Background: an optimization exercise with open tools, aiming at small area, a short achievable clock period and few clock cycles per item. Do not read the settings as production practice.
At most, simulation tests tie the RTL to the original design; equivalence was not proved.
Function not checked in runs 3 and 5: the RTL went through the layout flow alone.
Power is estimated from default activity; no workload was simulated.

[config.mk]
export PLATFORM = sky130hd
export DESIGN_NAME = access_key_match_table
export DESIGN_NICKNAME = access_key_match_table
export VERILOG_FILES = /design/flow/design.v
export SDC_FILE = /design/flow/constraint.sdc
export NUM_CORES = 4
export LEC_CHECK = 0
export CAP_MARGIN = 20
export CORE_MARGIN = 2
export CORE_UTILIZATION = 40
export SLEW_MARGIN = 20
[constraint.sdc]
create_clock -name core_clock -period 5.0 [get_ports {i_clk}]
set_input_delay 1.0000 -clock core_clock [delete_from_list [all_inputs] [get_ports {i_clk}]]
set_output_delay 1.0000 -clock core_clock [all_outputs]
set_load 0.01 [all_outputs]
[design.v]
`timescale 1ns / 1ps
`default_nettype none
package akmt_pkg;
    localparam int CMD_W        = 3;
    localparam int KEY_FIELD_W  = 56;
    localparam int SLOT_FIELD_W = 5;
    localparam int STATUS_W     = 2;
    localparam int S_TDATA_W    = 64;
    localparam int M_TDATA_W    = 64;
    localparam int M_PAD_W      = M_TDATA_W - 1 - STATUS_W - 1 - KEY_FIELD_W;
    localparam int DEF_SLOTS    = 16;
    localparam int DEF_KEY_BITS = 56;
    typedef enum logic [CMD_W-1:0] {
        CMD_SET_MASTER   = 3'd0,
        CMD_ADD          = 3'd1,
        CMD_CHECK        = 3'd2,
        CMD_CHECK_MASTER = 3'd3,
        CMD_REMOVE       = 3'd4,
        CMD_READ_SLOT    = 3'd5
    } t_cmd;
    typedef enum logic [STATUS_W-1:0] {
        ST_OK    = 2'd0,
        ST_FULL  = 2'd1,
        ST_RANGE = 2'd2
    } t_status;
    typedef struct packed {
        logic [M_PAD_W-1:0]     pad;
        logic [KEY_FIELD_W-1:0] entry_key;
        logic                   entry_valid;
        t_status                status;
        logic                   granted;
    } t_mres;
    typedef enum logic [2:0] {
        C_JUMP,
        C_DISPATCH,
        C_EMPTY_OR_LAST,
        C_LAST,
        C_OUT_FREE
    } t_cond;
    typedef logic [3:0] t_upc;
    localparam t_upc U_IDLE = 4'd0;
    localparam t_upc U_SETM = 4'd1;
    localparam t_upc U_ADD  = 4'd2;
    localparam t_upc U_CHK  = 4'd3;
    localparam t_upc U_REM  = 4'd4;
    localparam t_upc U_MST  = 4'd5;
    localparam t_upc U_RDS  = 4'd6;
    localparam t_upc U_TAIL = 4'd7;
    localparam t_upc U_DONE = 4'd8;
    typedef struct packed {
        logic  in_rdy;
        logic  rd;
        logic  cmp;
        logic  clr;
        logic  cap;
        logic  wr;
        logic  add;
        logic  oor_chk;
        logic  idx_inc;
        logic  done;
        t_cond cond;
        t_upc  target;
    } t_ctrl;
    typedef struct packed {
        logic accept;
        logic empty;
        logic last;
        logic out_free;
    } t_flags;
endpackage
`default_nettype wire
`timescale 1ns / 1ps
`default_nettype none
module access_key_match_table
(
    input  logic        i_clk,
    input  logic        i_rst_n,
    input  logic        i_s_axis_tvalid,
    output logic        o_s_axis_tready,
    input  logic [63:0] i_s_axis_tdata,    
    input  logic [2:0]  i_s_axis_tuser,    
    output logic        o_m_axis_tvalid,
    input  logic        i_m_axis_tready,
    output logic [63:0] o_m_axis_tdata     
);
    localparam int SLOTS = 16;
    localparam int KW    = 56;
    logic          r_a_valid;
    logic [KW-1:0] r_a_key;
    logic [3:0]    r_a_slot;
    logic          r_a_setm;
    logic          r_a_add;
    logic          r_a_chk;
    logic          r_a_mst;
    logic          r_a_rem;
    logic          r_a_rds;
    logic          r_a_oor;
    logic          r_o_valid;
    logic          r_o_granted;
    logic [1:0]    r_o_status;
    logic          r_o_evalid;
    logic [KW-1:0] r_o_ekey;
    logic [KW-1:0]    r_mem [SLOTS];
    logic [SLOTS-1:0] r_valid;
    logic w_acc;
    logic w_exec;
    assign w_exec          = r_a_valid && (!r_o_valid || i_m_axis_tready);
    assign o_s_axis_tready = i_rst_n && (!(r_a_valid && r_o_valid) || i_m_axis_tready);
    assign w_acc           = i_s_axis_tvalid && o_s_axis_tready;
    always_ff @(posedge i_clk) begin
        if (!i_rst_n) begin
            r_a_valid <= 1'b0;
        end else if (w_acc) begin
            r_a_valid <= 1'b1;
        end else if (w_exec) begin
            r_a_valid <= 1'b0;
        end
    end
    always_ff @(posedge i_clk) begin
        if (w_acc) begin
            r_a_key  <= i_s_axis_tdata[KW-1:0];
            r_a_slot <= i_s_axis_tdata[59:56];
            r_a_oor  <= i_s_axis_tdata[60];
            r_a_setm <= (i_s_axis_tuser == 3'd0);
            r_a_add  <= (i_s_axis_tuser == 3'd1);
            r_a_chk  <= (i_s_axis_tuser == 3'd2);
            r_a_mst  <= (i_s_axis_tuser == 3'd3);
            r_a_rem  <= (i_s_axis_tuser == 3'd4);
            r_a_rds  <= (i_s_axis_tuser == 3'd5);
        end
    end
    logic [SLOTS-1:0] w_match;
    logic [SLOTS-1:0] w_free_first;
    logic [SLOTS-1:0] w_wr;
    logic             w_any;
    logic             w_full;
    logic [KW-1:0]    w_rkey;
    logic             w_rvalid;
    logic             w_granted;
    logic [1:0]       w_status;
    logic             w_evalid;
    always_comb begin
        for (int j = 0; j < SLOTS; j++) begin
            w_match[j] = r_valid[j] && (r_mem[j] == r_a_key);
        end
    end
    assign w_any  = |w_match;
    assign w_full = &r_valid;
    assign w_free_first = ~r_valid & (r_valid + 1'b1);
    assign w_rkey   = r_mem[r_a_slot];
    assign w_rvalid = r_valid[r_a_slot];
    assign w_granted = ((r_a_chk || r_a_rem) && w_any) || (r_a_mst && w_match[0]);
    assign w_status  = {r_a_rds && r_a_oor, r_a_add && w_full};
    assign w_evalid  = r_a_rds && !r_a_oor && w_rvalid;
    always_comb begin
        for (int j = 0; j < SLOTS; j++) begin
            w_wr[j] = w_exec && ((r_a_add && w_free_first[j]) || (r_a_setm && j == 0));
        end
    end
    always_ff @(posedge i_clk) begin
        for (int j = 0; j < SLOTS; j++) begin
            if (w_wr[j]) begin
                r_mem[j] <= r_a_key;
            end
        end
    end
    always_ff @(posedge i_clk) begin
        if (!i_rst_n) begin
            r_valid <= '0;
        end else if (w_exec) begin
            for (int j = 0; j < SLOTS; j++) begin
                if (w_wr[j]) begin
                    r_valid[j] <= 1'b1;
                end else if (r_a_rem && w_match[j]) begin
                    r_valid[j] <= 1'b0;
                end
            end
        end
    end
    always_ff @(posedge i_clk) begin
        if (!i_rst_n) begin
            r_o_valid <= 1'b0;
        end else if (w_exec) begin
            r_o_valid <= 1'b1;
        end else if (i_m_axis_tready) begin
            r_o_valid <= 1'b0;
        end
    end
    always_ff @(posedge i_clk) begin
        if (w_exec) begin
            r_o_granted <= w_granted;
            r_o_status  <= w_status;
            r_o_evalid  <= w_evalid;
            r_o_ekey    <= w_evalid ? w_rkey : '0;
        end
    end
    assign o_m_axis_tvalid = r_o_valid;
    assign o_m_axis_tdata  = {4'b0000, r_o_ekey, r_o_evalid, r_o_status, r_o_granted};
endmodule
`default_nettype wire
[run.sh]
#!/bin/bash
# synth_recipe.tcl (not shown) runs the flow's synth.tcl, then flattens the netlist and writes it again
# the make line also repeats each setting of config.mk as NAME=value (left out here)
make -C /OpenROAD-flow-scripts/flow DESIGN_CONFIG=/design/flow/config.mk WORK_HOME=/design/flow/orfs CLKGATE_MAP_FILE= SYNTH_SCRIPT=/design/flow/synth_recipe.tcl finish
==> flow_summary.yaml, run 1 <==
run_status:
  run_status: "no timing/DRC/antenna violations"
worst_hold_path:
  hp-class: "reg2reg"
  hold_depth: 1
  holdPathEnd: "r_o_valid"
  hold_start: "r_a_valid"
yosys:
  synth-main-ff-cell: "edfxtp_1"
  synth_warnings: 2
  synth-seq-area-share_pct: 65.5
  synth_top_cell_area_share_pct: 64.7
  syn_inst: 3353
  yosys_register_bits: 1041
  synthArstFlopShare_pct: 0
  synth_area_leaders: "edfxtp_1 65%, xnor2_1 8.8%, xor2_1 5.8%"
  synth_largest_area_cell: "edfxtp_1"
  syn_area_um2: 47500
  synth_cell_types: 60
  synth_edf_count: 1023
  syn_area_per_cell_um2: 14.2
cts:
  cts_setup_buffers: 0
  cts_sinks: 1041
  cts_tree: "yes"
  cts_buffer_depth: 3
  numCtsBuffers: 116
  cts_resized: 0
  root_buffer: "clkbuf_16"
  h-tree-depth: 3
  worstSkewPairLatency_ns: 0.76
  cts-hold-fix-buffers: 0
  path_clk_slew_ns: 0.06
routing:
  postRouteAntennaNets: 0
  dr_total_vias: 35400
  first_iter_violations: 7560
  drtPass1Iterations: 8
  remaining_drc_errors: 0
  vias_per_cell: 6.79
  wl_mm: 257
  wl_per_cell_um: 49.2
final_layout:
  nets: 3648
  layout_commonest_cell: "edfxtp_1"
  area_growth_pct: 17.4
  layout-drive-gt1-share_pct: 11.5
  final_cell_mix: "1023 x edfxtp_1, 475 x xnor2_1, 314 x xor2_1"
  instances_no_fill: 5217
placement:
  dp_slack_ns: 0.958
  gp_congestion: 1.12
  port_buffers: 129
  dp.cells: 4994
  dp_hpwl_mm: 188
floorplan:
  initial_core_util_pct: 40.3
  row_count: 126
  fp.dieW_um: 348
  ios: 137
  core_um2: 118000
  die_h_um: 348
  die-area_um2: 121000
critical_path:
  cp.arrival_ns: 4.69
  path_max_fanout: 25
  r2r-start: "r_a_key[22]"
  r2r_cells: 8
  cp-start-kind: "register"
  path_class: "reg2reg"
  r2r_slack_ns: 0.90
  r2r_end: "r_o_granted"
  end_kind: "register"
  critPathRequiredTime_ns: 5.59
sta:
  rsz0062_at_grt: "false"
  fin_crit_sh_pct: 82.0
  fmaxAchievable_mhz: 244
  setup_viol: 0
  maxSlewHeadroom_pct: 14.9
  finalHoldViolCount: 0
  drv_slew: 0
  hold_slack_ns: 0.519
  tightest_slew_ns: 1.26
  skew_ns: 0.0411
  setup_slack_ns: 0.898
  tns_ns: 0
  fin_crit_ns: 4.10
power_and_ir_drop:
  p_per_area_nw_per_um2: 354
  ir_drop_uv: 321
  p_leak_nw: 17.4
global_route:
  gr-total-overflow: 0
  grt_first_pass_wirelength_mm: 327
  antenna_found_initial: 22
  grt_start_max_net_pins: 58
  grt_pass1_vias: 32200
  gr-usage-all-layers_pct: 41.5
flow_run:
  maxCapViolations: 0
## cell families after synthesis
family | count (synthesis) | share of synthesized area, %
multiplexers | 6 | 0.258
flip-flops | 1041 | 65.5
XOR/XNOR | 789 | 14.6
AO/OA/AOI/OAI | 642 | 9.95
other | 1 | 0.00790
AND/OR/NAND/NOR | 584 | 7.04
buffers and inverters | 290 | 2.71
## routing by layer
layer	vias up	track usage, %	share of wire [%]
met3	642	13.2	14
met5	-	0.440	0.086
li1	13500	-	-
met4	24	28.7	8.6
met2	3173	58.4	41
met1	18100	54.3	37
## power by group
group / switching, mW / total (mW) / internal (mW)
clock: 3.82 / 8.73 / 4.91
combinational: 0.921 / 1.30 / 0.375
sequential: 0.116 / 9.73 / 9.61
## through the flow
| stage | instance area [µm²] | total power, mW | util (%) |
|---|---|---|---|
| finish | 55700 | 19.8 | 47.3 |
| CTS | 55700 | 19.7 | 47.2 |
| floorplan | 47500 | 10.4 | - |
| global placement | 51900 | 11.1 | 44.0 |
| detailed placement | 51900 | 11.1 | 44.0 |
| global route | 55700 | 20.0 | 47.2 |
## worst max path at each step
stage	start	end	depth (start not counted)
after floorplan	i_m_axis_tready	r_mem[12][0]	5
final	r_a_key[22]	r_o_granted	8
after CTS	r_a_key[14]	r_o_granted	9
after global routing	r_a_key[22]	r_o_granted	8
after global placement	i_m_axis_tready	r_mem[9][43]	7
after detailed placement	i_m_axis_tready	r_mem[11][33]	7
## layout make-up
| class | instances | area (µm²) |
|---|---|---|
| fillers | 10500 | 62200 |
| flip-flops and latches | 1041 | 31100 |
| multi-input cells | 2025 | 15400 |
| repair buffers | 331 | 3290 |
| clock buffers | 135 | 3000 |
| well taps | 1536 | 1920 |
| clock inverters | 80 | 786 |
| inverters | 62 | 234 |
| diodes | 7 | 17.5 |
## Yosys cell counts, types with 22 or more instances
| cell type | count |
|---|---|
| a21oi_1 | 69 |
| a221oi_1 | 54 |
| a22o_1 | 50 |
| a22oi_1 | 310 |
| buf_1 | 22 |
| buf_2 | 119 |
| clkbuf_1 | 75 |
| edfxtp_1 | 1023 |
| inv_1 | 58 |
| nand2_1 | 24 |
| nand3_1 | 61 |
| nand4_1 | 212 |
| nor2_1 | 86 |
| nor3_1 | 26 |
| nor4_1 | 107 |
| o22ai_1 | 84 |
| xnor2_1 | 475 |
| xor2_1 | 314 |
## worst max-delay path, stage by stage, from the launching register on
cell and delay (ns):
edfxtp_1 0.96, xnor2_1 0.25, nand4_1 0.42, nor4_1 0.66, nand4_1 0.76, nor4_2 0.52
or4_1 0.18, nor4_1 0.08, nor2_1 0.11
## registers in the layout, summed over array words and instances (netlist names), 2 cells and up
register / count
r_mem: 896
r_a_key: 56
r_o_ekey: 56
r_valid: 16
r_a_slot: 4
r_o_status: 2
Testbench counts, summed over its fixed seeds: cycles 8,016, items 8,000.
==> run 2, diff against run 1 <==
--- a/config.mk
+++ b/config.mk
@@ -5,7 +5,9 @@
 export SDC_FILE = /design/flow/constraint.sdc
 export NUM_CORES = 4
 export LEC_CHECK = 0
+export ABC_CLOCK_PERIOD_IN_PS = 2000
 export CAP_MARGIN = 20
 export CORE_MARGIN = 2
 export CORE_UTILIZATION = 40
+export SETUP_SLACK_MARGIN = 2.6
 export SLEW_MARGIN = 20
==> run 2 against run 1 <==
Against the previous run: combinational power grew 31%; final cell count is 5.2% higher; via count up 6.4%; maximum frequency grew 24%; core utilization up 5.2 points; hold slack better by 0.019 ns; critical path type unchanged; critical endpoint unchanged; largest power group unchanged; highest routed layer unchanged.
==> flow_summary.yaml, run 2 <==
sta:
  maxSlewHeadroom_pct: 23.2
  hold_slack_ns: 0.539
  skew_ns: 0.0546
  setup_viol: 0
  rsz0062_at_grt: "true"
  fin_crit_ns: 3.30
  tns_ns: 0
  fmaxAchievable_mhz: 303
  fin_crit_sh_pct: 66.0
  drv_slew: 0
  tightest_slew_ns: 1.14
  setup_slack_ns: 1.70
  finalHoldViolCount: 0
cts:
  cts_tree: "yes"
  worstSkewPairLatency_ns: 0.77
  cts_sinks: 1041
  root_buffer: "clkbuf_16"
  cts_buffer_depth: 3
  h-tree-depth: 3
  cts-hold-fix-buffers: 0
  numCtsBuffers: 116
  path_clk_slew_ns: 0.06
routing:
  wl_mm: 283
  first_iter_violations: 7427
  postRouteAntennaNets: 0
  remaining_drc_errors: 0
  drtPass1Iterations: 6
  wl_per_cell_um: 51.6
  dr_total_vias: 37700
  vias_per_cell: 6.87
placement:
  placed_area_um2: 52100
  gp_congestion: 1.06
  port_buffers: 129
  dp_hpwl_mm: 194
  dp_slack_ns: 0.698
critical_path:
  r2r_slack_ns: 1.70
  cp.arrival_ns: 3.78
  r2r_end: "r_o_granted"
  r2r_cells: 10
  r2r-start: "r_a_key[53]"
  end_kind: "register"
  path_class: "reg2reg"
  cp-start-kind: "register"
  path_max_fanout: 29
  critPathRequiredTime_ns: 5.47
final_layout:
  final_cell_mix: "1023 x edfxtp_1, 369 x xnor2_1, 297 x buf_4"
  final_cell_area_um2: 61900
  regArea_um2: 31100
  largest_register_ffs: 896
  largest_register: "r_mem"
  multi_input_area_um2: 18300
  nets: 3914
  layout-drive-gt1-share_pct: 27.0
  layout_commonest_cell: "edfxtp_1"
  fillCellCount: 9967
  area_growth_pct: 30.4
  top_regs: "r_mem: 896 flops, r_a_key: 56 flops, r_o_ekey: 56 flops"
run_status:
  run_status: "no timing/DRC/antenna violations"
worst_hold_path:
  holdPathEnd: "r_mem[14][29]"
  hold_depth: 0
  hp-class: "reg2reg"
  hold_start: "r_a_key[29]"
global_route:
  gr-usage-all-layers_pct: 45.3
  antenna_found_initial: 26
  grt_pass1_vias: 33800
  grt_first_pass_wirelength_mm: 354
  gr-total-overflow: 0
  grt_start_max_net_pins: 58
floorplan:
  fp.dieW_um: 348
  ios: 137
  initial_core_util_pct: 40.3
  row_count: 126
  die_h_um: 348
  die-area_um2: 121000
  core_um2: 118000
yosys:
  yosys_register_bits: 1041
  yosysMostFrequentCell: "edfxtp_1"
  synth-seq-area-share_pct: 65.5
  synth_area_leaders: "edfxtp_1 65%, xnor2_1 8.8%, xor2_1 5.8%"
  synth_largest_area_cell: "edfxtp_1"
  ys_top_cells_by_count: "1023 x edfxtp_1, 475 x xnor2_1, 314 x xor2_1, 310 x a22oi_1, 212 x nand4_1"
  synth_top_cell_area_share_pct: 64.7
  synth_warnings: 2
  syn_area_um2: 47500
  synth-main-ff-cell: "edfxtp_1"
  syn_inst: 3353
  synth_cell_types: 60
  synthArstFlopShare_pct: 0
  synth_edf_count: 1023
  syn_area_per_cell_um2: 14.2
power_and_ir_drop:
  ir_drop_uv: 331
  p_per_area_nw_per_um2: 323
  p_leak_nw: 20.4
flow_run:
  maxCapViolations: 0
[run 2: cell types whose count changed in the layout (fill, tap and decap cells not counted), moves of 23 or more]
cell | before | now
xnor2_2 | 0 | 74
nor2_4 | 13 | 66
buf_12 | 37 | 77
buf_6 | 0 | 49
xnor2_1 | 475 | 369
clkdlybuf4s50_1 | 129 | 65
xnor2_4 | 0 | 32
nor4_2 | 5 | 28
o22ai_1 | 84 | 52
nor2_1 | 73 | 15
buf_4 | 162 | 297
o22ai_2 | 0 | 24
nor4_1 | 101 | 56
[run 2: final cells by class]
class | instances | share of cell area, %
Antenna cell | 9 | 0.0364
Clock buffer | 145 | 4.95
Clock inverter | 71 | 1.11
Inverter | 62 | 0.408
Multi-Input combinational cell | 2026 | 29.6
Sequential cell | 1041 | 50.3
Tap cell | 1536 | 3.11
Timing Repair Buffer | 595 | 10.5
Timing Repair inverter | 1 | 0.0142
[run 2: worst max-delay path by stage]
stage,start,endpoint,depth (start not counted)
floorplan,i_m_axis_tready,r_mem[13][0],6
finish,r_a_key[53],r_o_granted,10
global placement,i_m_axis_tready,r_mem[12][42],7
global route,r_a_key[22],r_o_granted,9
CTS,r_a_key[4],r_o_granted,12
detailed placement,i_m_axis_tready,r_mem[12][42],7
[run 2: per-stage QoR]
step,power (mW),std cells,utilization [%]
floorplan,10.4,3356,-
finish,20.0,5486,52.5
global placement,11.2,5014,44.2
CTS,19.9,5441,51.2
global route,20.3,5477,52.5
detailed placement,11.2,5014,44.2
[run 2: where the power goes]
part / switching, mW / total [mW] / internal, mW
Combinational: 1.15 / 1.70 / 0.551
Clock: 3.84 / 8.66 / 4.81
Sequential: 0.0511 / 9.66 / 9.61
Total: 5.04 / 20.0 / 15.0
[run 2: kinds of logic (layout without fill, tap and decap cells)]
family                    Yosys count  in the layout  synth area share, %
xor gates and xnor gates          789            789                 14.6
DFF                              1041           1041                 65.5
other                               1             13              0.00790
and+or+nand+nor                   584            584                 7.04
AOI/OAI and AO/OA                 642            643                 9.95
muxes                               6              6                0.258
buffers and inverters             290            874                 2.71
[run 2: repair_timing]
| action | 4_1_cts | 5_1_grt |
|---|---|---|
| setup buffers | 193 | 29 |
| setup endpoints to repair | 1038 | 369 |
| gates resized for setup | 571 | 233 |
| cloned | 18 | 7 |
| pin swaps | 133 | 99 |
[run 2: layer usage]
metal / track usage [%] / up-vias / part of all wire, %
met4: 29.7 / 24 / 8.6
met5: 0 / - / 0.057
met2: 65.1 / 3471 / 42
met1: 58.4 / 19400 / 36
li1: - / 14100 / -
met3: 15.1 / 765 / 14
[run 2: worst max-delay path, stage by stage (launching register included)]
cell and delay, ns:
edfxtp_1 0.38, buf_6 0.31, inv_1 0.28, a2bb2oi_1 0.20, and3_1 0.19, nand4_1 0.35, nor3_2 0.14, buf_4 0.20
or4b_4 0.55, nor4_4 0.32, nor2_1 0.06
==> run 3, diff against run 2 <==
--- a/design.v
+++ b/design.v
@@ -88,13 +88,23 @@
     logic          r_a_valid;
     logic [KW-1:0] r_a_key;
     logic [3:0]    r_a_slot;
+    logic          r_a_oor;
     logic          r_a_setm;
     logic          r_a_add;
     logic          r_a_chk;
     logic          r_a_mst;
     logic          r_a_rem;
     logic          r_a_rds;
-    logic          r_a_oor;
+    logic             r_b_valid;
+    logic [SLOTS-1:0] r_b_eq;
+    logic [3:0]       r_b_slot;
+    logic             r_b_oor;
+    logic             r_b_add;
+    logic             r_b_cmp;     
+    logic             r_b_mst;
+    logic             r_b_rem;
+    logic             r_b_rds;
+    logic             r_b_setm;
     logic          r_o_valid;
     logic          r_o_granted;
     logic [1:0]    r_o_status;
@@ -104,15 +114,18 @@
     logic [SLOTS-1:0] r_valid;
     logic w_acc;
     logic w_exec;
-    assign w_exec          = r_a_valid && (!r_o_valid || i_m_axis_tready);
-    assign o_s_axis_tready = i_rst_n && (!(r_a_valid && r_o_valid) || i_m_axis_tready);
+    logic w_move;
+    assign w_exec          = r_b_valid && (!r_o_valid || i_m_axis_tready);
+    assign w_move          = r_a_valid && (!r_b_valid || !r_o_valid || i_m_axis_tready);
+    assign o_s_axis_tready = i_rst_n &&
+                             (!(r_a_valid && r_b_valid && r_o_valid) || i_m_axis_tready);
     assign w_acc           = i_s_axis_tvalid && o_s_axis_tready;
     always_ff @(posedge i_clk) begin
         if (!i_rst_n) begin
             r_a_valid <= 1'b0;
         end else if (w_acc) begin
             r_a_valid <= 1'b1;
-        end else if (w_exec) begin
+        end else if (w_move) begin
             r_a_valid <= 1'b0;
         end
     end
@@ -129,32 +142,62 @@
             r_a_rds  <= (i_s_axis_tuser == 3'd5);
         end
     end
+    logic [SLOTS-1:0] w_eq;
+    always_comb begin
+        for (int j = 0; j < SLOTS; j++) begin
+            w_eq[j] = (r_mem[j] == r_a_key);
+        end
+    end
+    always_ff @(posedge i_clk) begin
+        if (!i_rst_n) begin
+            r_b_valid <= 1'b0;
+        end else if (w_move) begin
+            r_b_valid <= 1'b1;
+        end else if (w_exec) begin
+            r_b_valid <= 1'b0;
+        end
+    end
+    always_ff @(posedge i_clk) begin
+        if (w_move) begin
+            r_b_eq   <= w_eq;
+            r_b_slot <= r_a_slot;
+            r_b_oor  <= r_a_oor;
+            r_b_add  <= r_a_add;
+            r_b_cmp  <= r_a_chk || r_a_rem;
+            r_b_mst  <= r_a_mst;
+            r_b_rem  <= r_a_rem;
+            r_b_rds  <= r_a_rds;
+            r_b_setm <= r_a_setm;
+        end
+    end
     logic [SLOTS-1:0] w_match;
     logic [SLOTS-1:0] w_free_first;
+    logic [SLOTS-1:0] w_set;
+    logic [SLOTS-1:0] w_valid_x;    
+    logic [SLOTS-1:0] w_valid_n;
     logic [SLOTS-1:0] w_wr;
-    logic             w_any;
     logic             w_full;
     logic [KW-1:0]    w_rkey;
     logic             w_rvalid;
     logic             w_granted;
     logic [1:0]       w_status;
     logic             w_evalid;
+    assign w_match      = r_valid & r_b_eq;
+    assign w_full       = &r_valid;
+    assign w_free_first = ~r_valid & (r_valid + 1'b1);
+    assign w_set        = ({SLOTS{r_b_add}} & w_free_first) |
+                          {{(SLOTS-1){1'b0}}, r_b_setm};
+    assign w_valid_x    = r_b_valid ? ((r_valid & ~({SLOTS{r_b_rem}} & w_match)) | w_set)
+                                    : r_valid;
+    assign w_valid_n    = w_exec ? w_valid_x : r_valid;
+    assign w_rkey   = r_mem[r_b_slot];
+    assign w_rvalid = r_valid[r_b_slot];
+    assign w_granted = (r_b_cmp && (|w_match)) || (r_b_mst && w_match[0]);
+    assign w_status  = {r_b_rds && r_b_oor, r_b_add && w_full};
+    assign w_evalid  = r_b_rds && !r_b_oor && w_rvalid;
     always_comb begin
         for (int j = 0; j < SLOTS; j++) begin
-            w_match[j] = r_valid[j] && (r_mem[j] == r_a_key);
-        end
-    end
-    assign w_any  = |w_match;
-    assign w_full = &r_valid;
-    assign w_free_first = ~r_valid & (r_valid + 1'b1);
-    assign w_rkey   = r_mem[r_a_slot];
-    assign w_rvalid = r_valid[r_a_slot];
-    assign w_granted = ((r_a_chk || r_a_rem) && w_any) || (r_a_mst && w_match[0]);
-    assign w_status  = {r_a_rds && r_a_oor, r_a_add && w_full};
-    assign w_evalid  = r_a_rds && !r_a_oor && w_rvalid;
-    always_comb begin
-        for (int j = 0; j < SLOTS; j++) begin
-            w_wr[j] = w_exec && ((r_a_add && w_free_first[j]) || (r_a_setm && j == 0));
+            w_wr[j] = w_move && ((r_a_add && !w_valid_x[j]) || (r_a_setm && j == 0));
         end
     end
     always_ff @(posedge i_clk) begin
@@ -167,14 +210,8 @@
     always_ff @(posedge i_clk) begin
         if (!i_rst_n) begin
             r_valid <= '0;
-        end else if (w_exec) begin
-            for (int j = 0; j < SLOTS; j++) begin
-                if (w_wr[j]) begin
-                    r_valid[j] <= 1'b1;
-                end else if (r_a_rem && w_match[j]) begin
-                    r_valid[j] <= 1'b0;
-                end
-            end
+        end else begin
+            r_valid <= w_valid_n;
         end
     end
     always_ff @(posedge i_clk) begin
--- a/config.mk
+++ b/config.mk
@@ -5,9 +5,8 @@
 export SDC_FILE = /design/flow/constraint.sdc
 export NUM_CORES = 4
 export LEC_CHECK = 0
-export ABC_CLOCK_PERIOD_IN_PS = 2000
 export CAP_MARGIN = 20
 export CORE_MARGIN = 2
 export CORE_UTILIZATION = 40
-export SETUP_SLACK_MARGIN = 2.6
+export SETUP_SLACK_MARGIN = 2.5
 export SLEW_MARGIN = 20
==> run 3 against run 2 <==
Against the previous run: routed wire length grew 6.9%; non-clock buffer count grew 146; core utilization grew 1.9 points; hold slack lost 0.12 ns; critical path depth shrank 3; final cell count grew 8.8%; clock-buffer cell count grew 17; critical endpoint is now r_b_eq[13]; largest cell class unchanged; largest power group unchanged.
==> flow_summary.yaml, run 3 <==
critical_path:
  crit_buf_inv: 2
  cpPeakStageDelay_ns: 0.75
  path_class: "reg2reg"
  end_kind: "register"
  critPathTopFamily: "simple AND/OR/NAND/NOR gates"
  crit_chain: "buf_12 > xnor2_1 > nand4_1 > nor4_4 > nand3_2 > nor3_4 > buf_6"
  cp.arrival_ns: 3.75
  critPathRequiredTime_ns: 5.66
  crit_slowest_cell: "nor4_4"
  path_max_fanout: 8
  cp-start-kind: "register"
sta:
  setup_slack_ns: 1.91
  fin_crit_ns: 3.09
  rsz0062_at_grt: "true"
  drv_slew: 0
  fin_crit_sh_pct: 61.8
  tns_ns: 0
  maxSlewHeadroom_pct: 16.1
  skew_ns: 0.0219
  finalHoldViolCount: 0
  tightest_slew_ns: 1.25
  fmaxAchievable_mhz: 324
  setup_viol: 0
routing:
  remaining_drc_errors: 0
  first_iter_violations: 7782
  wl_mm: 302
  vias_per_cell: 6.80
  postRouteAntennaNets: 0
  dr_total_vias: 40600
  drtPass1Iterations: 9
  wl_per_cell_um: 50.7
placement:
  dp_slack_ns: 1.12
  gp_congestion: 1.11
  dp.cells: 5334
  placed_area_um2: 54600
  port_buffers: 129
  dp_hpwl_mm: 206
floorplan:
  die-area_um2: 128000
  die_h_um: 358
  ios: 137
  row_count: 129
  initial_core_util_pct: 40.4
  core_um2: 124000
  fp.dieW_um: 358
cts:
  root_buffer: "clkbuf_16"
  numCtsBuffers: 131
  h-tree-depth: 4
  path_clk_slew_ns: 0.06
  cts_buffer_depth: 3
  worstSkewPairLatency_ns: 0.80
  cts_sinks: 1069
  cts_tree: "yes"
final_layout:
  largest_register: "r_mem"
  layout_commonest_cell: "edfxtp_1"
  nets: 4292
  largest_register_ffs: 896
  instances_no_fill: 5969
  top_regs: "r_mem: 896 flops, r_a_key: 56 flops, r_o_ekey: 56 flops"
  area_growth_pct: 34.3
  final_cell_area_um2: 67300
  layout-drive-gt1-share_pct: 31.7
  final_cell_mix: "1050 x edfxtp_1, 586 x xor2_1, 369 x buf_4"
  fillCellCount: 10400
yosys:
  yosys_register_bits: 1069
  synth-main-ff-cell: "edfxtp_1"
  synth_area_leaders: "edfxtp_1 63%, xor2_1 11%, xnor2_1 4.9%"
  synth_largest_area_cell: "edfxtp_1"
  synthArstFlopShare_pct: 0
  syn_inst: 3609
  synth_cell_types: 75
  synth_warnings: 2
  yosysMostFrequentCell: "edfxtp_1"
  synth_top_cell_area_share_pct: 62.9
  syn_area_um2: 50100
  synth_edf_count: 1050
  synth-seq-area-share_pct: 63.7
  syn_area_per_cell_um2: 13.9
  ys_top_cells_by_count: "1050 x edfxtp_1, 613 x xor2_1, 281 x xnor2_1, 248 x a22oi_1, 177 x nor4_1"
global_route:
  gr-total-overflow: 0
  grt_first_pass_wirelength_mm: 374
  gr-usage-all-layers_pct: 45.6
  antenna_found_initial: 32
  grt_start_max_net_pins: 57
  grt_pass1_vias: 36400
power_and_ir_drop:
  ir_drop_uv: 360
  p_leak_nw: 23.0
  p_per_area_nw_per_um2: 346
worst_hold_path:
  hp-class: "reg2reg"
flow_run:
  maxCapViolations: 0
run_status:
  run_status: "no timing/DRC/antenna violations"
## run 3: path summary, 6_finish.rpt
kind               startpoint  cells after the start         end  slack [ns]
setup / recovery  r_a_key[47]                      7  r_b_eq[13]        1.91
hold / removal        r_a_rds                      0     r_b_rds        0.42
setup reg to reg  r_a_key[47]                      7  r_b_eq[13]        1.91
hold reg to reg       r_a_rds                      0     r_b_rds        0.42
## run 3: power by group
group          switching, mW  internal, mW
combinational           2.48          1.07
clock                   4.08          5.33
sequential             0.160          10.2
total                   6.72          16.5
## run 3: routing by layer
metal / vias up / track usage [%] / part of all wire, %
met1: 20900 / 57.6 / 36
met3: 970 / 16.7 / 14
li1: 15100 / - / -
met5: - / 0 / 0.044
met2: 3660 / 64.3 / 40
met4: 20 / 32.9 / 9.7
## run 3: metrics by stage
| stage | power (mW) | util, % | hold WS [ns] |
|---|---|---|---|
| after floorplan | 11.5 | - | 0.400 |
| after global placement | 13.1 | 44.0 | 0.405 |
| after detailed placement | 13.1 | 44.1 | 0.412 |
| after CTS | 22.8 | 51.8 | 0.423 |
| after global routing | 23.5 | 54.3 | 0.437 |
| final | 23.3 | 54.3 | 0.415 |
## run 3: final cells by class
class / instances / area, µm² / area share, %
Clock inverter: 70 / 596 / 0.884
Clock buffer: 162 / 3460 / 5.13
Tap cell: 1637 / 2050 / 3.04
Multi-Input combinational cell: 2263 / 20900 / 31.1
Inverter: 15 / 66.3 / 0.0985
Antenna cell: 12 / 30.0 / 0.0446
Timing Repair Buffer: 741 / 8280 / 12.3
Sequential cell: 1069 / 31900 / 47.4
## run 3: logic make-up (layout without fill, tap and decap cells)
logic type	after synthesis	in the layout	share of synthesized area (%)
AOI/OAI and AO/OA	598	600	8.81
xor gates and xnor gates	894	894	15.6
buffers and inverters	282	988	2.71
DFF	1069	1069	63.7
muxes	64	64	1.45
other	1	16	0.00748
and+or+nand+nor	701	701	7.76
## run 3: what timing repair did
item                                    4_1_cts  5_1_grt
endpoints found under the setup margin      747      357
buffers inserted                            236      126
hold buffers                                  0        0
pin swaps                                   129      181
gates cloned                                 16       13
gates resized for setup                     596      347
==> run 4, diff against run 3 <==
--- a/design.v
+++ b/design.v
@@ -97,13 +97,12 @@
     logic          r_a_rds;
     logic             r_b_valid;
     logic [SLOTS-1:0] r_b_eq;
-    logic [3:0]       r_b_slot;
-    logic             r_b_oor;
+    logic [SLOTS-1:0] r_b_sel;     
+    logic             r_b_range;   
     logic             r_b_add;
     logic             r_b_cmp;     
     logic             r_b_mst;
     logic             r_b_rem;
-    logic             r_b_rds;
     logic             r_b_setm;
     logic          r_o_valid;
     logic          r_o_granted;
@@ -112,22 +111,27 @@
     logic [KW-1:0] r_o_ekey;
     logic [KW-1:0]    r_mem [SLOTS];
     logic [SLOTS-1:0] r_valid;
+    logic r_rst_n;      
+    logic r_ok;         
     logic w_acc;
     logic w_exec;
     logic w_move;
+    logic w_a_valid_n;
+    logic w_b_valid_n;
+    logic w_o_valid_n;
     assign w_exec          = r_b_valid && (!r_o_valid || i_m_axis_tready);
     assign w_move          = r_a_valid && (!r_b_valid || !r_o_valid || i_m_axis_tready);
-    assign o_s_axis_tready = i_rst_n &&
-                             (!(r_a_valid && r_b_valid && r_o_valid) || i_m_axis_tready);
+    assign o_s_axis_tready = i_rst_n && (r_ok || i_m_axis_tready);
     assign w_acc           = i_s_axis_tvalid && o_s_axis_tready;
-    always_ff @(posedge i_clk) begin
-        if (!i_rst_n) begin
-            r_a_valid <= 1'b0;
-        end else if (w_acc) begin
-            r_a_valid <= 1'b1;
-        end else if (w_move) begin
-            r_a_valid <= 1'b0;
-        end
+    assign w_a_valid_n = w_acc || (r_rst_n && r_a_valid && !w_move);
+    assign w_b_valid_n = r_rst_n && (w_move || (r_b_valid && !w_exec));
+    assign w_o_valid_n = i_rst_n && r_rst_n && (w_exec || (r_o_valid && !i_m_axis_tready));
+    always_ff @(posedge i_clk) begin
+        r_rst_n   <= i_rst_n;
+        r_ok      <= !(w_a_valid_n && w_b_valid_n && w_o_valid_n);
+        r_a_valid <= w_a_valid_n;
+        r_b_valid <= w_b_valid_n;
+        r_o_valid <= w_o_valid_n;
     end
     always_ff @(posedge i_clk) begin
         if (w_acc) begin
@@ -149,24 +153,16 @@
         end
     end
     always_ff @(posedge i_clk) begin
-        if (!i_rst_n) begin
-            r_b_valid <= 1'b0;
-        end else if (w_move) begin
-            r_b_valid <= 1'b1;
-        end else if (w_exec) begin
-            r_b_valid <= 1'b0;
-        end
-    end
-    always_ff @(posedge i_clk) begin
         if (w_move) begin
             r_b_eq   <= w_eq;
-            r_b_slot <= r_a_slot;
-            r_b_oor  <= r_a_oor;
+            for (int j = 0; j < SLOTS; j++) begin
+                r_b_sel[j] <= r_a_rds && !r_a_oor && (r_a_slot == 4'(j));
+            end
+            r_b_range <= r_a_rds && r_a_oor;
             r_b_add  <= r_a_add;
             r_b_cmp  <= r_a_chk || r_a_rem;
             r_b_mst  <= r_a_mst;
             r_b_rem  <= r_a_rem;
-            r_b_rds  <= r_a_rds;
             r_b_setm <= r_a_setm;
         end
     end
@@ -177,8 +173,8 @@
     logic [SLOTS-1:0] w_valid_n;
     logic [SLOTS-1:0] w_wr;
     logic             w_full;
+    logic [SLOTS-1:0] w_rsel;
     logic [KW-1:0]    w_rkey;
-    logic             w_rvalid;
     logic             w_granted;
     logic [1:0]       w_status;
     logic             w_evalid;
@@ -190,11 +186,16 @@
     assign w_valid_x    = r_b_valid ? ((r_valid & ~({SLOTS{r_b_rem}} & w_match)) | w_set)
                                     : r_valid;
     assign w_valid_n    = w_exec ? w_valid_x : r_valid;
-    assign w_rkey   = r_mem[r_b_slot];
-    assign w_rvalid = r_valid[r_b_slot];
+    assign w_rsel = r_b_sel & r_valid;
+    always_comb begin
+        w_rkey = '0;
+        for (int j = 0; j < SLOTS; j++) begin
+            w_rkey = w_rkey | ({KW{w_rsel[j]}} & r_mem[j]);
+        end
+    end
     assign w_granted = (r_b_cmp && (|w_match)) || (r_b_mst && w_match[0]);
-    assign w_status  = {r_b_rds && r_b_oor, r_b_add && w_full};
-    assign w_evalid  = r_b_rds && !r_b_oor && w_rvalid;
+    assign w_status  = {r_b_range, r_b_add && w_full};
+    assign w_evalid  = |w_rsel;
     always_comb begin
         for (int j = 0; j < SLOTS; j++) begin
             w_wr[j] = w_move && ((r_a_add && !w_valid_x[j]) || (r_a_setm && j == 0));
@@ -208,19 +209,10 @@
         end
     end
     always_ff @(posedge i_clk) begin
-        if (!i_rst_n) begin
+        if (!r_rst_n) begin
             r_valid <= '0;
         end else begin
             r_valid <= w_valid_n;
-        end
-    end
-    always_ff @(posedge i_clk) begin
-        if (!i_rst_n) begin
-            r_o_valid <= 1'b0;
-        end else if (w_exec) begin
-            r_o_valid <= 1'b1;
-        end else if (i_m_axis_tready) begin
-            r_o_valid <= 1'b0;
         end
     end
     always_ff @(posedge i_clk) begin
@@ -228,7 +220,7 @@
             r_o_granted <= w_granted;
             r_o_status  <= w_status;
             r_o_evalid  <= w_evalid;
-            r_o_ekey    <= w_evalid ? w_rkey : '0;
+            r_o_ekey    <= w_rkey;
         end
     end
     assign o_m_axis_tvalid = r_o_valid;
--- a/config.mk
+++ b/config.mk
@@ -8,5 +8,7 @@
 export CAP_MARGIN = 20
 export CORE_MARGIN = 2
 export CORE_UTILIZATION = 40
+export CTS_CLUSTER_DIAMETER = 60
+export CTS_CLUSTER_SIZE = 20
 export SETUP_SLACK_MARGIN = 2.5
 export SLEW_MARGIN = 20
==> run 4 against run 3 <==
Against the previous run: final area fell by 12%; first-iteration DRC count fell by 4.3%; clock skew rose by 0.027 ns; non-clock buffer count fell by 340; still clean; maximum frequency rose by 15%; clock power fell by 5.6%; routed wire length fell by 20%; highest routed layer unchanged; clock-buffer cell count fell by 52; hold slack improved by 0.011 ns; synthesized cell count fell by 5.4%; final cell count fell by 8.7%; combinational power fell by about 60%.
==> flow_summary.yaml, run 4 <==
routing:
  wl_per_cell_um: 44.4
  remaining_drc_errors: 0
  vias_per_cell: 6.52
  first_iter_violations: 7450
  drtPass1Iterations: 9
  postRouteAntennaNets: 0
  dr_total_vias: 35500
  wl_mm: 242
run_status:
  run_status: "no timing/DRC/antenna violations"
global_route:
  met1_usage_pct: 47.5
  grt_use_met3_pct: 14.7
  gr-usage-all-layers_pct: 37.8
  grt_start_max_net_pins: 57
  grt_first_pass_wirelength_mm: 313
  gr-total-overflow: 0
  grt_pass1_vias: 32200
  grt_use_met2_pct: 52.9
  grt-busiest-layer: "met2"
  antenna_found_initial: 26
floorplan:
  die_h_um: 355
  initial_core_util_pct: 40.3
  core_um2: 122000
  row_count: 128
  ios: 137
  fp.dieW_um: 355
  die-area_um2: 126000
cts:
  cts_tree: "yes"
  cts_buffer_depth: 3
  root_buffer: "clkbuf_16"
  cts_sinks: 1082
  cts-hold-fix-buffers: 0
  numCtsBuffers: 106
  worstSkewPairLatency_ns: 0.77
  path_clk_slew_ns: 0.08
  h-tree-depth: 3
sta:
  fin_crit_sh_pct: 53.7
  rsz0062_at_grt: "true"
  tns_ns: 0
  setup_viol: 0
  skew_ns: 0.0490
  setup_slack_ns: 2.32
  hold_slack_ns: 0.427
  drv_slew: 0
  finalHoldViolCount: 0
  maxSlewHeadroom_pct: 12.6
  tightest_slew_ns: 1.31
  fmaxAchievable_mhz: 373
  fin_crit_ns: 2.68
critical_path:
  critPathRequiredTime_ns: 5.62
  crit_buf_inv: 2
  r2r_end: "r_b_eq[15]"
  cpPeakStageDelay_ns: 0.57
  cp.arrival_ns: 3.31
  end_kind: "register"
  crit_chain: "buf_4 > xor2_1 > nor4_2 > nand4_1 > nor4_1 > buf_4"
  cp-start-kind: "register"
  path_max_fanout: 5
  critPathTopFamily: "simple AND/OR/NAND/NOR gates"
  path_common_cell: "buf_4"
  r2r_cells: 6
  path_class: "reg2reg"
  r2r_slack_ns: 2.32
  r2r-start: "r_a_key[31]"
  crit_slowest_cell: "edfxtp_1"
yosys:
  yosysMostFrequentCell: "edfxtp_1"
  synth_edf_count: 1061
  syn_inst: 3413
  ys_top_cells_by_count: "1061 x edfxtp_1, 896 x xor2_1, 446 x a22oi_1, 246 x nor4_1, 220 x nand2_1"
  synth_area_leaders: "edfxtp_1 65%, xor2_1 16%, a22oi_1 6.8%"
  synth_warnings: 2
  synth_largest_area_cell: "edfxtp_1"
  syn_area_um2: 49200
  synth_top_cell_area_share_pct: 64.8
  synth-seq-area-share_pct: 65.7
  synthArstFlopShare_pct: 0
  syn_area_per_cell_um2: 14.4
  synth-main-ff-cell: "edfxtp_1"
  synth_cell_types: 54
  yosys_register_bits: 1082
power_and_ir_drop:
  finalPower_mw: 20.5
  power_frac_comb_pct: 6.9
  p_per_area_nw_per_um2: 347
  swShare_pct: 26.6
  p_int_mw: 15.0
  p_leak_nw: 20.5
  ir_drop_uv: 263
  switchingPower_mw: 5.46
  p_seq_share_pct: 49.8
  clkPwrFrac_pct: 43.3
final_layout:
  fillCellCount: 10500
  area_growth_pct: 20.4
  layout-drive-gt1-share_pct: 18.2
  multi_input_area_um2: 17100
  top_regs: "r_mem: 896 flops, r_a_key: 56 flops, r_o_ekey: 56 flops"
  regArea_um2: 32300
  layout_commonest_cell: "edfxtp_1"
  final_cell_mix: "1061 x edfxtp_1, 876 x xor2_1, 442 x a22oi_1"
  instances_no_fill: 5447
  nets: 3785
  largest_register: "r_mem"
  largest_register_ffs: 896
placement:
  dp.cells: 5096
  dp_hpwl_mm: 162
  gp_congestion: 1.19
  dp_slack_ns: 1.35
  port_buffers: 129
flow_run:
  maxCapViolations: 0
worst_hold_path:
  hp-class: "reg2reg"
  hold_depth: 0
  holdPathEnd: "r_b_mst"
  hold_start: "r_a_mst"
[run 4: cell count changes in the layout (fill, tap and decap cells not counted), moves of 42 or more]
cell,previous run,this run
nand2_1,88,219
a21oi_1,55,6
a22oi_1,200,442
nor3_2,43,0
buf_12,103,31
xnor2_2,71,0
mux2_2,54,0
xnor2_1,179,0
nor4_1,88,130
nor2_1,86,22
buf_4,369,202
xor2_1,586,876
[run 4: stage by stage]
step	utilization, %	cell area (µm²)
final	48.5	59200
after global routing	48.5	59100
after CTS	48.0	58500
after detailed placement	43.3	52700
after global placement	43.2	52700
after floorplan	-	49400
[run 4: area by class of cell]
| class | count | share of cell area (%) |
|---|---|---|
| clock buffer | 110 | 4.62 |
| inverter | 4 | 0.0338 |
| timing repair buffer | 401 | 6.45 |
| clock inverter | 91 | 1.87 |
| antenna | 15 | 0.0634 |
| tap | 1625 | 3.44 |
| multi-input combinational | 2119 | 29.0 |
| sequential | 1082 | 54.6 |
[run 4: worst max path at each step]
stage	from	slack (ns)	end	cells past startpoint
global route	r_a_key[45]	2.42	r_b_eq[8]	6
floorplan	i_m_axis_tready	1.19	r_mem[9][0]	4
finish	r_a_key[31]	2.32	r_b_eq[15]	6
CTS	r_a_key[9]	2.27	r_b_eq[0]	5
global placement	i_m_axis_tready	1.37	r_o_ekey[12]	5
detailed placement	i_m_axis_tready	1.35	r_o_ekey[23]	5
[run 4: what timing repair did]
item,CTS,global route
cloned,14,0
setup buffers,109,12
endpoints found under the setup margin,588,275
pin swaps,23,20
gates resized for setup,224,87
[run 4: layer usage]
| layer | vias to the layer above | routed length, µm |
|---|---|---|
| li1 | 13700 | - |
| met5 | - | 257 |
| met3 | 720 | 35100 |
| met4 | 24 | 22200 |
| met1 | 17800 | 85400 |
| met2 | 3248 | 98900 |
[run 4: kinds of logic after synthesis]
family          after synthesis  share of synthesized area, %
flops                      1082                          65.7
xor+xnor                    896                          16.0
simple gates                702                          7.79
compound gates              503                          7.73
buf+inv                     229                          2.85
other cells                   1                       0.00763
[run 4: power groups by stage]
stage / clock network, mW / logic, mW / registers (mW)
3_5_place_dp: 0 / 1.13 / 10.4
2_1_floorplan: 0 / 0.467 / 10.4
5_1_grt: 9.20 / 1.38 / 10.2
3_3_place_gp: 0 / 1.14 / 10.4
4_1_cts: 8.86 / 1.29 / 10.2
6_report: 8.88 / 1.41 / 10.2
Testbench counts of run 4, summed over its fixed seeds: cycles 8,024, items 8,000.
==> run 5, diff against run 4 <==
--- a/design.v
+++ b/design.v
@@ -96,7 +96,8 @@
     logic          r_a_rem;
     logic          r_a_rds;
     logic             r_b_valid;
-    logic [SLOTS-1:0] r_b_eq;
+    logic [SLOTS-1:0] r_b_eq_lo;   
+    logic [SLOTS-1:0] r_b_eq_hi;   
     logic [SLOTS-1:0] r_b_sel;     
     logic             r_b_range;   
     logic             r_b_add;
@@ -146,15 +147,18 @@
             r_a_rds  <= (i_s_axis_tuser == 3'd5);
         end
     end
-    logic [SLOTS-1:0] w_eq;
+    logic [SLOTS-1:0] w_eq_lo;
+    logic [SLOTS-1:0] w_eq_hi;
     always_comb begin
         for (int j = 0; j < SLOTS; j++) begin
-            w_eq[j] = (r_mem[j] == r_a_key);
+            w_eq_lo[j] = (r_mem[j][27:0]  == r_a_key[27:0]);
+            w_eq_hi[j] = (r_mem[j][55:28] == r_a_key[55:28]);
         end
     end
     always_ff @(posedge i_clk) begin
         if (w_move) begin
-            r_b_eq   <= w_eq;
+            r_b_eq_lo <= w_eq_lo;
+            r_b_eq_hi <= w_eq_hi;
             for (int j = 0; j < SLOTS; j++) begin
                 r_b_sel[j] <= r_a_rds && !r_a_oor && (r_a_slot == 4'(j));
             end
@@ -178,7 +182,7 @@
     logic             w_granted;
     logic [1:0]       w_status;
     logic             w_evalid;
-    assign w_match      = r_valid & r_b_eq;
+    assign w_match      = r_valid & r_b_eq_lo & r_b_eq_hi;
     assign w_full       = &r_valid;
     assign w_free_first = ~r_valid & (r_valid + 1'b1);
     assign w_set        = ({SLOTS{r_b_add}} & w_free_first) |
--- a/config.mk
+++ b/config.mk
@@ -7,8 +7,8 @@
 export LEC_CHECK = 0
 export CAP_MARGIN = 20
 export CORE_MARGIN = 2
-export CORE_UTILIZATION = 40
+export CORE_UTILIZATION = 65
 export CTS_CLUSTER_DIAMETER = 60
 export CTS_CLUSTER_SIZE = 20
-export SETUP_SLACK_MARGIN = 2.5
+export SETUP_SLACK_MARGIN = 2.3
 export SLEW_MARGIN = 20
==> run 5 against run 4 <==
Against the previous run: sequential share of layout area is 3.9 points higher; sequential cell count is 16 higher; critical path type unchanged; synthesized cell count is 5.3% lower.
==> flow_summary.yaml, run 5 <==
yosys:
  ys_top_cells_by_count: "1077 x edfxtp_1, 512 x xor2_1, 384 x xnor2_1, 225 x a22o_1, 224 x a221oi_1"
  syn_inst: 3231
  synth_area_leaders: "edfxtp_1 66%, xor2_1 9.2%, xnor2_1 6.9%"
  yosysMostFrequentCell: "edfxtp_1"
  synth-seq-area-share_pct: 66.9
  yosys_register_bits: 1098
  synthArstFlopShare_pct: 0
  synth_top_cell_area_share_pct: 66.0
  synth_edf_count: 1077
  synth_top_family_by_area: "XOR/XNOR gates"
  synth-adder-area-share_pct: 0
  synth_largest_area_cell: "edfxtp_1"
  syn_area_per_cell_um2: 15.2
  synth_compound_area_share_pct: 8.87
  synthXorXnorAreaFrac_pct: 16.0
  synth_warnings: 2
  synth_cell_types: 53
  synth-simple-area-share_pct: 6.06
  synth_mux_area_share_pct: 0
  synth-main-ff-cell: "edfxtp_1"
  syn_area_um2: 49000
floorplan:
  row_count: 100
  die_h_um: 279
  core_um2: 74600
  fp.dieW_um: 279
  initial_core_util_pct: 65.7
  die-area_um2: 77600
  ios: 137
cts:
  numCtsBuffers: 78
  path_clk_slew_ns: 0.08
  root_buffer: "clkbuf_16"
  cts_sinks: 1098
  cts_buffer_depth: 3
  worstSkewPairLatency_ns: 0.68
  h-tree-depth: 3
  cts_tree: "yes"
final_layout:
  fin_util_pct: 75.2
  final_cell_area_um2: 56100
  area_growth_pct: 14.5
  largest_register_ffs: 896
  layout-drive-gt1-share_pct: 14.1
  final_cell_mix: "1077 x edfxtp_1, 512 x xor2_1, 381 x xnor2_1"
  largest_register: "r_mem"
  instances_no_fill: 4501
  top_regs: "r_mem: 896 flops, r_a_key: 56 flops, r_o_ekey: 56 flops"
  layout_commonest_cell: "edfxtp_1"
  nets: 3544
routing:
  remaining_drc_errors: 0
  first_iter_violations: 8655
  postRouteAntennaNets: 0
  wl_per_cell_um: 43.4
  vias_per_cell: 7.86
  dr_total_vias: 35400
  wl_mm: 195
  drtPass1Iterations: 8
sta:
  fin_crit_sh_pct: 59.1
  finalHoldViolCount: 0
  fin_crit_ns: 2.95
  fmaxAchievable_mhz: 339
  tns_ns: 0
  maxSlewHeadroom_pct: 27.0
  drv_slew: 0
  hold_slack_ns: 0.443
  rsz0062_at_grt: "false"
  setup_viol: 0
  skew_ns: 0.0252
  tightest_slew_ns: 1.09
critical_path:
  r2r_end: "r_b_eq_lo[9]"
  critPathRequiredTime_ns: 5.41
  cp-start-kind: "register"
  r2r_cells: 5
  worstSetupEndpoint: "r_b_eq_lo[9]"
  path_class: "reg2reg"
  r2r-start: "r_a_key[9]"
  setup.worst_path.start: "r_a_key[9]"
  r2r_slack_ns: 2.05
  cp.arrival_ns: 3.36
  path_max_fanout: 32
  end_kind: "register"
power_and_ir_drop:
  swShare_pct: 25.1
  power_frac_comb_pct: 8.6
  clkPwrFrac_pct: 36.0
  p_int_mw: 14.4
  switchingPower_mw: 4.83
  p_per_area_nw_per_um2: 342
  p_seq_share_pct: 55.4
  ir_drop_uv: 406
  p_leak_nw: 18.2
run_status:
  run_status: "no timing/DRC/antenna violations"
global_route:
  grt_first_pass_wirelength_mm: 261
  gr-total-overflow: 0
  grt_start_max_net_pins: 57
  grt_pass1_vias: 31900
  gr-usage-all-layers_pct: 49.6
  antenna_found_initial: 23
placement:
  gp_congestion: 1.09
  dp_hpwl_mm: 131
  placed_area_um2: 51900
  dp.cells: 4251
  port_buffers: 129
flow_run:
  maxCapViolations: 0
worst_hold_path:
  hp-class: "reg2reg"
==> run 5: cell count changes after synthesis, moves of 21 or more <==
cell      delta
a221oi_1   +222
a22o_1     +225
a22oi_1    -446
buf_4       -26
buf_6       -34
clkbuf_1    +42
nand2_1    -197
nand4_1    +113
nor4_1      -83
or3_1       -21
or4_1       -31
xnor2_1    +384
xor2_1     -384
==> run 5: power groups by stage <==
stage	clock (mW)	sequential (mW)	combinational (mW)
after floorplan	0	10.8	0.691
after global placement	0	10.9	1.36
after detailed placement	0	10.9	1.38
after CTS	6.85	10.6	1.50
after global routing	7.15	10.6	1.63
final	6.91	10.6	1.65
==> run 5: final cells by class <==
class                   instances  area [µm²]
flip-flops and latches       1098       32800
well taps                     969        1210
clock inverters                47         602
multi-input cells            1906       15900
fillers                      4449       18500
inverters                       7        31.3
clock buffers                  86        2050
repair buffers                382        3500
diodes                          6        15.0
==> run 5: logic make-up after synthesis <==
logic type,after synthesis
buf+inv,230
flops,1098
simple gates,497
other cells,1
xor+xnor,896
compound gates,509
==> run 5: stage by stage <==
step / setup slack (ns) / power (mW)
floorplan: 0.675 / 11.5
global placement: 1.41 / 12.2
detailed placement: 1.28 / 12.3
CTS: 2.06 / 19.0
global route: 2.24 / 19.4
finish: 2.05 / 19.2
==> run 5: worst min path at each step <==
stage                     startpoint             to  depth (start not counted)
after detailed placement   r_b_range  r_o_status[1]                          0
after CTS                  r_b_range  r_o_status[1]                          0
final                      r_b_range  r_o_status[1]                          0
after floorplan              r_a_mst        r_b_mst                          0
after global placement       r_a_mst        r_b_mst                          0
after global routing       r_b_range  r_o_status[1]                          0
==> run 5: repair_timing <==
| action | 4_1_cts | 5_1_grt |
|---|---|---|
| hold buffers | 0 | 0 |
| gates cloned | 0 | 0 |
| setup endpoints to repair | 642 | 107 |
| setup buffers | 76 | 35 |
| pin swaps | 0 | 5 |
| gates resized for setup | 60 | 30 |
==> run 5: critical path: stages, from the launching register on <==
cell      delay (ns)
edfxtp_1        0.34
buf_4           0.40
xor2_1          0.24
nor4_2          0.65
nand4_1         0.53
nor4_2          0.51
==> run 5: metal layers <==
layer	wire (µm)	GRT usage [%]	part of all wire [%]
met5	383	0	0.20
met3	41000	25.7	21
met4	10100	17.3	5.2
met2	78500	67.9	40
met1	65400	68.0	33
==> run 6, diff against run 5 <==
--- a/design.v
+++ b/design.v
@@ -112,6 +112,7 @@
     logic [KW-1:0] r_o_ekey;
     logic [KW-1:0]    r_mem [SLOTS];
     logic [SLOTS-1:0] r_valid;
+    logic [SLOTS-1:0] w_valid_n;   
     logic r_rst_n;      
     logic r_ok;         
     logic w_acc;
@@ -160,7 +161,7 @@
             r_b_eq_lo <= w_eq_lo;
             r_b_eq_hi <= w_eq_hi;
             for (int j = 0; j < SLOTS; j++) begin
-                r_b_sel[j] <= r_a_rds && !r_a_oor && (r_a_slot == 4'(j));
+                r_b_sel[j] <= r_a_rds && !r_a_oor && (r_a_slot == 4'(j)) && w_valid_n[j];
             end
             r_b_range <= r_a_rds && r_a_oor;
             r_b_add  <= r_a_add;
@@ -174,7 +175,6 @@
     logic [SLOTS-1:0] w_free_first;
     logic [SLOTS-1:0] w_set;
     logic [SLOTS-1:0] w_valid_x;    
-    logic [SLOTS-1:0] w_valid_n;
     logic [SLOTS-1:0] w_wr;
     logic             w_full;
     logic [SLOTS-1:0] w_rsel;
@@ -190,7 +190,7 @@
     assign w_valid_x    = r_b_valid ? ((r_valid & ~({SLOTS{r_b_rem}} & w_match)) | w_set)
                                     : r_valid;
     assign w_valid_n    = w_exec ? w_valid_x : r_valid;
-    assign w_rsel = r_b_sel & r_valid;
+    assign w_rsel = r_b_sel;
     always_comb begin
         w_rkey = '0;
         for (int j = 0; j < SLOTS; j++) begin
--- a/config.mk
+++ b/config.mk
@@ -7,8 +7,8 @@
 export LEC_CHECK = 0
 export CAP_MARGIN = 20
 export CORE_MARGIN = 2
-export CORE_UTILIZATION = 65
-export CTS_CLUSTER_DIAMETER = 60
+export CORE_UTILIZATION = 50
+export CTS_CLUSTER_DIAMETER = 100
 export CTS_CLUSTER_SIZE = 20
-export SETUP_SLACK_MARGIN = 2.3
+export SETUP_SLACK_MARGIN = 2.6
 export SLEW_MARGIN = 20
==> run 6 against run 5 <==
Against the previous run: still clean on timing, DRC and antenna; critical path depth did not move; via count fell by 4.0%; routed wire length rose by 2.4%; final area rose by 0.76%; combinational power fell by 3%; sequential share of layout area fell by 0.43 points; non-clock buffer count rose by 43; hold slack got worse by 0.015 ns; sequential power barely moved; clock power fell by 24%; critical endpoint is now r_b_eq_hi[3].
==> flow_summary.yaml, run 6 <==
critical_path:
  cp-start-kind: "register"
  critPathRequiredTime_ns: 5.51
  r2r_slack_ns: 2.46
  path_max_fanout: 11
  cp.arrival_ns: 3.05
  r2r_end: "r_b_eq_hi[3]"
  r2r_cells: 5
  end_kind: "register"
  r2r-start: "r_a_key[48]"
  path_class: "reg2reg"
yosys:
  synth_top_cell_area_share_pct: 66.2
  syn_area_um2: 48900
  syn_inst: 3227
  synth_largest_area_cell: "edfxtp_1"
  syn_area_per_cell_um2: 15.1
  yosys_register_bits: 1098
  yosysMostFrequentCell: "edfxtp_1"
  synth_warnings: 2
  synth-main-ff-cell: "edfxtp_1"
  synth_area_leaders: "edfxtp_1 66%, xor2_1 9.2%, xnor2_1 6.9%"
  synth_edf_count: 1077
  synthArstFlopShare_pct: 0
  synth-seq-area-share_pct: 67.0
  synth_cell_types: 54
  ys_top_cells_by_count: "1077 x edfxtp_1, 512 x xor2_1, 384 x xnor2_1, 224 x a221oi_1, 224 x a22o_1"
floorplan:
  ios: 137
  row_count: 114
  fp.dieW_um: 317
  initial_core_util_pct: 50.5
  die_h_um: 317
  die-area_um2: 100000
  core_um2: 96900
cts:
  cts_tree: "yes"
  worstSkewPairLatency_ns: 0.72
  h-tree-depth: 2
  numCtsBuffers: 60
  cts_sinks: 1098
  cts_buffer_depth: 3
  cts-hold-fix-buffers: 0
  path_clk_slew_ns: 0.09
  root_buffer: "clkbuf_16"
final_layout:
  fin_util_pct: 58.3
  area_growth_pct: 15.6
  largest_register: "r_mem"
  layout_commonest_cell: "edfxtp_1"
  largest_register_ffs: 896
  top_regs: "r_mem: 896 flops, r_a_key: 56 flops, r_o_ekey: 56 flops"
  final_cell_mix: "1077 x edfxtp_1, 503 x xor2_1, 374 x xnor2_1"
  instances_no_fill: 4796
  final_cell_area_um2: 56500
  layout-drive-gt1-share_pct: 14.2
  nets: 3564
routing:
  dr_total_vias: 34000
  drtPass1Iterations: 8
  remaining_drc_errors: 0
  postRouteAntennaNets: 0
  wl_per_cell_um: 41.7
  vias_per_cell: 7.09
  first_iter_violations: 7663
  wl_mm: 200
placement:
  placed_area_um2: 52200
  gp_congestion: 1.04
  dp_hpwl_mm: 132
  dp_slack_ns: 1.26
  dp.cells: 4545
  port_buffers: 129
power_and_ir_drop:
  ir_drop_uv: 291
  p_per_area_nw_per_um2: 305
  p_leak_nw: 18.1
  finalPower_mw: 17.2
sta:
  setup_slack_ns: 2.46
  fin_crit_sh_pct: 50.8
  drv_slew: 0
  skew_ns: 0.0258
  setup_viol: 0
  hold_slack_ns: 0.427
  rsz0062_at_grt: "true"
  finalHoldViolCount: 0
  fin_crit_ns: 2.54
  tightest_slew_ns: 1.06
  maxSlewHeadroom_pct: 28.6
  tns_ns: 0
  fmaxAchievable_mhz: 393
global_route:
  grt_first_pass_wirelength_mm: 264
  gr-total-overflow: 0
  grt_start_max_net_pins: 58
  gr-usage-all-layers_pct: 39.0
  grt_pass1_vias: 30800
  antenna_found_initial: 12
flow_run:
  maxCapViolations: 0
worst_hold_path:
  hold_depth: 0
  hp-class: "reg2reg"
  holdPathEnd: "r_o_status[1]"
  hold_start: "r_b_range"
run_status:
  run_status: "no timing/DRC/antenna violations"
[run 6: final cells by class]
cell class,instances,area (µm²)
diodes,3,7.51
clock buffers,85,1620
fillers,7587,40400
clock inverters,1,3.75
repair buffers,425,4150
multi-input cells,1904,16300
flip-flops and latches,1098,32800
inverters,4,25.0
well taps,1276,1600
[run 6: worst max path at each step]
stage / cells after the start / to / slack [ns] / start
detailed placement: 7 / r_b_sel[4] / 1.26 / i_m_axis_tready
CTS: 6 / r_b_eq_hi[4] / 2.37 / r_a_key[43]
floorplan: 6 / r_mem[2][0] / 1.19 / i_m_axis_tready
global route: 5 / r_b_eq_lo[1] / 2.49 / r_a_key[10]
finish: 5 / r_b_eq_hi[3] / 2.46 / r_a_key[48]
global placement: 7 / r_b_sel[4] / 1.28 / i_m_axis_tready
[run 6: what timing repair did]
action,in CTS,in global routing
endpoints found under the hold margin,0,0
gates resized for setup,221,81
setup endpoints to repair,1005,285
setup buffers,98,56
cloned,0,8
pin swaps,13,23
[run 6: logic make-up (layout without fill, tap and decap cells)]
logic type / count (synthesis) / count (layout) / share of synthesized area [%]
flops: 1098 / 1098 / 67.0
simple gates: 500 / 500 / 6.12
other cells: 1 / 7 / 0.00767
xor+xnor: 896 / 896 / 16.1
mux: 1 / 1 / 0.0205
buf+inv: 228 / 515 / 1.98
compound gates: 503 / 503 / 8.78
[run 6: power breakdown]
| group | leakage (nW) | internal (mW) | switching [mW] |
|---|---|---|---|
| clock | 0.782 | 2.23 | 3.04 |
| sequential | 9.93 | 10.2 | 0.122 |
| combinational | 7.38 | 0.497 | 1.10 |
[run 6: per-layer routing]
metal	global-route usage (%)	part of all wire [%]
met5	0	0.049
met4	9.41	3.1
met3	15.5	18
met2	53.5	40
met1	57.7	39
[run 6: worst max-delay path, cell delays in order (launching register included)]
cell and delay (ns):
edfxtp_1 0.52, buf_4 0.25, xor2_1 0.18, nor4_2 0.44, nand4_1 0.51, nor4_2 0.45
Testbench counts of run 6, summed over its fixed seeds: cycles 8,024, items 8,000.

[port drivers added, routing unchanged]
No port has a modelled driver above. Below, the same layouts with a new extraction and two added sets of constraints. Step 1: set_driving_cell puts a clkbuf_16 on i_clk and a buf_2 on each other input, an assumption about the parent block. Step 2 also shifts input and output timing later by t, the mid clock arrival at the registers, as if the neighbouring blocks saw the same clock. Slacks: no drivers / after step 1 / after step 2; pairs: no drivers / after step 1.
run | shift t [ns] | slack for setup (ns) | worst hold slack (ns) | worst data-port slew with drivers (ns)
run 1 | 0.814 | 0.898 / 0.898 / 0.851 | 0.519 / 0.519 / 0.519 | 0.05
run 2 | 0.830 | 1.698 / 1.698 / 1.698 | 0.539 / 0.539 / 0.539 | 0.08
run 3 | 0.875 | 1.912 / 1.912 / 1.781 | 0.415 / 0.415 / 0.415 | 0.06
run 4 | 0.823 | 2.317 / 2.317 / 1.832 | 0.427 / 0.424 / 0.427 | 0.06
run 5 | 0.733 | 2.046 / 2.046 / 1.749 | 0.443 / 0.443 / 0.443 | 0.05
run 6 | 0.772 | 2.458 / 2.458 / 1.997 | 0.427 / 0.421 / 0.427 | 0.07
After both steps setup and hold are still met in every run listed. For run 4, which loses most, drivers alone change the setup slack by 0.000 ns; drivers and shift together by -0.485 ns.
